From an optimization exercise on the open Yosys and OpenROAD flow, aimed at small area; shortcuts taken in it are not production practice.
The RTL was checked by simulation tests, not by an equivalence proof against the original design.
Power is estimated from default activity; no workload was simulated.

==> module vespa_regfile, before the edit <==
module vespa_regfile #(
    parameter int DATA_W = 32,
    parameter int NREGS  = 32,
    parameter int AW     = $clog2(NREGS)
) (
    input  logic              clk,
    input  logic              rst_n,
    input  logic              rd_load,
    input  logic [AW-1:0]     rd1_addr,
    input  logic [DATA_W-1:0] rd1_q,
    output logic [DATA_W-1:0] rd1_nxt,
    input  logic [AW-1:0]     rd2_addr,
    input  logic [DATA_W-1:0] rd2_q,
    output logic [DATA_W-1:0] rd2_nxt,
    input  logic              wb_en,
    input  logic [AW-1:0]     wb_addr,
    input  logic [DATA_W-1:0] wb_data
);
    logic [NREGS*DATA_W-1:0] rf;
    logic [NREGS-1:0]        written;
    logic [NREGS-1:0]        we;
    always_comb begin
        for (int i = 0; i < NREGS; i++) we[i] = wb_en && (wb_addr == AW'(i));
    end
    always_ff @(posedge clk or negedge rst_n) begin
        if (!rst_n) written <= '0;
        else        written <= written | we;
    end
    for (genvar i = 0; i < NREGS; i++) begin : g_reg
        logic [DATA_W-1:0] q;
        logic [DATA_W-1:0] nxt;
        logic              ld, hold;
        assign ld   = we[i];
        assign hold = !we[i];
        for (genvar b = 0; b < DATA_W; b++) begin : g_bit
            vespa_cell_ao22 u_ld (.a1(wb_data[b]), .a2(ld), .b1(q[b]), .b2(hold), .y(nxt[b]));
        end
        always_ff @(posedge clk) q <= nxt;
        assign rf[i*DATA_W +: DATA_W] = q;
    end
    vespa_rdport #(.DATA_W(DATA_W), .NREGS(NREGS), .AW(AW)) u_rd1 (
        .rf(rf), .written(written), .addr(rd1_addr), .load(rd_load), .q(rd1_q),
        .wb_en(wb_en), .wb_addr(wb_addr), .wb_data(wb_data), .nxt(rd1_nxt)
    );
    vespa_rdport #(.DATA_W(DATA_W), .NREGS(NREGS), .AW(AW)) u_rd2 (
        .rf(rf), .written(written), .addr(rd2_addr), .load(rd_load), .q(rd2_q),
        .wb_en(wb_en), .wb_addr(wb_addr), .wb_data(wb_data), .nxt(rd2_nxt)
    );
endmodule
==> module vespa_rdport, before the edit <==
module vespa_rdport #(
    parameter int DATA_W = 32,
    parameter int NREGS  = 32,
    parameter int AW     = 5
) (
    input  logic [NREGS*DATA_W-1:0] rf,
    input  logic [NREGS-1:0]        written,
    input  logic [AW-1:0]           addr,
    input  logic                    load,
    input  logic [DATA_W-1:0]       q,
    input  logic                    wb_en,
    input  logic [AW-1:0]           wb_addr,
    input  logic [DATA_W-1:0]       wb_data,
    output logic [DATA_W-1:0]       nxt
);
    localparam int NT = NREGS + 1;           
    localparam int NG = (NT + 2) / 3;        
    logic          byp;
    logic          hold;
    logic [NG*3-1:0] sel;
    assign byp  = wb_en && (wb_addr == addr);
    assign hold = !load;
    always_comb begin
        sel = '0;
        for (int i = 0; i < NREGS; i++) sel[i] = load && !byp && written[i] && (addr == AW'(i));
        sel[NREGS] = load && byp;
    end
    for (genvar b = 0; b < DATA_W; b++) begin : g_bit
        logic [NG*3-1:0] d;
        logic [NG-1:0]   z;
        logic            zh;
        logic [2:0]      g;
        always_comb begin
            d = '0;
            for (int i = 0; i < NREGS; i++) d[i] = rf[i*DATA_W + b];
            d[NREGS] = wb_data[b];
        end
        for (genvar k = 0; k < NG; k++) begin : g_grp
            vespa_cell_aoi222 u_aoi (
                .a1(sel[3*k]),   .a2(d[3*k]),
                .b1(sel[3*k+1]), .b2(d[3*k+1]),
                .c1(sel[3*k+2]), .c2(d[3*k+2]),
                .y(z[k])
            );
        end
        vespa_cell_nand2 u_h  (.a(q[b]), .b(hold), .y(zh));
        vespa_cell_nand4 u_g0 (.a(z[0]), .b(z[1]), .c(z[2]),  .d(z[3]),  .y(g[0]));
        vespa_cell_nand4 u_g1 (.a(z[4]), .b(z[5]), .c(z[6]),  .d(z[7]),  .y(g[1]));
        vespa_cell_nand4 u_g2 (.a(z[8]), .b(z[9]), .c(z[10]), .d(zh),    .y(g[2]));
        vespa_cell_or3   u_o  (.a(g[0]), .b(g[1]), .c(g[2]), .y(nxt[b]));
    end
endmodule
clock: 6.0 ns
lec_check: 0
cap_margin: 20
core_margin: 2
core_utilization: 60
slew_margin: 20
synth_hierarchical: 1
synth_minimum_keep_size: 0
standard.sh (not shown) runs the stock make flow with config.mk's settings and CLKGATE_MAP_FILE= SYNTH_SCRIPT=/design/flow/synth_recipe.tcl, a recipe that flattens the netlist after the stock synthesis.
==> flow/flow/run.sh <==
#!/bin/bash
# Own layout flow: the standard flow (standard.sh, unchanged synthesis) with two changes:
#  - the port buffers are buf_1 cells instead of the resizer's default choice;
#  - clock tree: larger sink clusters driven by clkbuf_16 and no dummy balancing loads.
# Each run's full output goes to a log file in this folder; ORFS keeps its per-step logs in orfs/logs.
set -euo pipefail
export BUFFER_PORTS_ARGS="-buffer_cell sky130_fd_sc_hd__buf_1"
export CTS_ARGS="-sink_clustering_enable -repair_clock_nets -sink_clustering_size 30 -sink_clustering_max_diameter 60 -buf_list sky130_fd_sc_hd__clkbuf_16 -dont_use_dummy_load"
bash standard.sh > standard_flow.log 2>&1
Edit:
--- a/flow/design.v
+++ b/flow/design.v
@@ -56,8 +56,21 @@
     logic [NREGS*DATA_W-1:0] rf;
     logic [NREGS-1:0]        written;
     logic [NREGS-1:0]        we;
-    always_comb begin
-        for (int i = 0; i < NREGS; i++) we[i] = wb_en && (wb_addr == AW'(i));
+    logic [7:0]       whi;
+    logic [3:0]       wlo;
+    logic [NREGS-1:0] whold;
+    for (genvar k = 0; k < 8; k++) begin : g_whi
+        vespa_cell_and4 u_dec (
+            .a(wb_addr[4] == k[2]), .b(wb_addr[3] == k[1]), .c(wb_addr[2] == k[0]), .d(wb_en),
+            .y(whi[k])
+        );
+    end
+    for (genvar k = 0; k < 4; k++) begin : g_wlo
+        vespa_cell_and2 u_dec (.a(wb_addr[1] == k[1]), .b(wb_addr[0] == k[0]), .y(wlo[k]));
+    end
+    for (genvar i = 0; i < NREGS; i++) begin : g_we
+        vespa_cell_nand2 u_hold (.a(whi[i / 4]), .b(wlo[i % 4]), .y(whold[i]));
+        vespa_cell_inv   u_we   (.a(whold[i]), .y(we[i]));
     end
     always_ff @(posedge clk or negedge rst_n) begin
         if (!rst_n) written <= '0;
@@ -68,7 +81,7 @@
         logic [DATA_W-1:0] nxt;
         logic              ld, hold;
         assign ld   = we[i];
-        assign hold = !we[i];
+        assign hold = whold[i];
         for (genvar b = 0; b < DATA_W; b++) begin : g_bit
             vespa_cell_ao22 u_ld (.a1(wb_data[b]), .a2(ld), .b1(q[b]), .b2(hold), .y(nxt[b]));
         end
@@ -104,13 +117,29 @@
     logic          byp;
     logic          hold;
     logic [NG*3-1:0] sel;
+    logic [NREGS-1:0] sel_r;
     assign byp  = wb_en && (wb_addr == addr);
     assign hold = !load;
+    logic       en;
+    logic [7:0] hi;
+    logic [3:0] lo;
+    assign en = load && !byp;
+    for (genvar k = 0; k < 8; k++) begin : g_hi
+        vespa_cell_and4 u_dec (
+            .a(addr[4] == k[2]), .b(addr[3] == k[1]), .c(addr[2] == k[0]), .d(en), .y(hi[k])
+        );
+    end
+    for (genvar k = 0; k < 4; k++) begin : g_lo
+        vespa_cell_and2 u_dec (.a(addr[1] == k[1]), .b(addr[0] == k[0]), .y(lo[k]));
+    end
     always_comb begin
         sel = '0;
-        for (int i = 0; i < NREGS; i++) sel[i] = load && !byp && written[i] && (addr == AW'(i));
+        sel[NREGS-1:0] = sel_r;
         sel[NREGS] = load && byp;
     end
+    for (genvar i = 0; i < NREGS; i++) begin : g_sel
+        vespa_cell_and3 u_sel (.a(hi[i / 4]), .b(lo[i % 4]), .c(written[i]), .y(sel_r[i]));
+    end
     for (genvar b = 0; b < DATA_W; b++) begin : g_bit
         logic [NG*3-1:0] d;
         logic [NG-1:0]   z;
@@ -151,6 +180,18 @@
 module vespa_cell_or3 (input logic a, b, c, output logic y);
     assign y = a | b | c;
 endmodule
+module vespa_cell_and2 (input logic a, b, output logic y);
+    assign y = a & b;
+endmodule
+module vespa_cell_and3 (input logic a, b, c, output logic y);
+    assign y = a & b & c;
+endmodule
+module vespa_cell_and4 (input logic a, b, c, d, output logic y);
+    assign y = a & b & c & d;
+endmodule
+module vespa_cell_inv (input logic a, output logic y);
+    assign y = !a;
+endmodule
 module vespa_decode #(
     parameter int DATA_W = 32,
     parameter int NREGS  = 32
Outcome: The changed run finished clean. Core utilization is lower by 0.75 points. Global-route usage shrinks by 2.0 points. First-iteration DRC count rises by about 8%. Hold slack stays flat. Routed wire length shrinks by about 5%. Sequential share of layout area increases by 1.4 points. Cell count fell by about 1.4%. Clock power came out higher by about 2%. Non-clock buffer count goes up by 6. Via count is lower by about 2.3%. Fmax climbs by 2.6%. Combinational power came out lower by about 7%.

static timing again, ports no longer ideal:
The results above use ideal ports. As a check the final layouts listed here were re-extracted and re-timed, cells and wires unchanged.
Step 1 (the two cells are an assumption about what drives the block):
set clk [get_ports {i_clk_d}]
set_driving_cell -lib_cell sky130_fd_sc_hd__clkbuf_16 $clk
set_driving_cell -lib_cell sky130_fd_sc_hd__buf_2 [delete_from_list [all_inputs] $clk]
Step 2 also shifts input and output timing later by t, the mid clock arrival at the registers, as if the neighbouring blocks saw the same clock.
a / b / c = no drivers / after step 1 / after step 2; a / b = the first two.
| run | t (ns) | slack for setup (ns) | hold WS [ns] | latest minus earliest clock arrival (ns) | cell pins on the clock port's net |
|---|---|---|---|---|---|
| the first run | 0.707 | 0.607 / 0.645 / -0.061 | 0.473 / 0.473 / 0.473 | 0.081 / 0.081 | 1 |
| the second run | 0.716 | 0.746 / 0.799 / 0.083 | 0.475 / 0.475 / 0.475 | 0.057 / 0.056 | 1 |
With both steps, setup timing fails in the first run, where it was met with ideal ports. For the first run, which loses most, drivers alone change the setup slack by +0.038 ns; drivers and shift together by -0.668 ns.
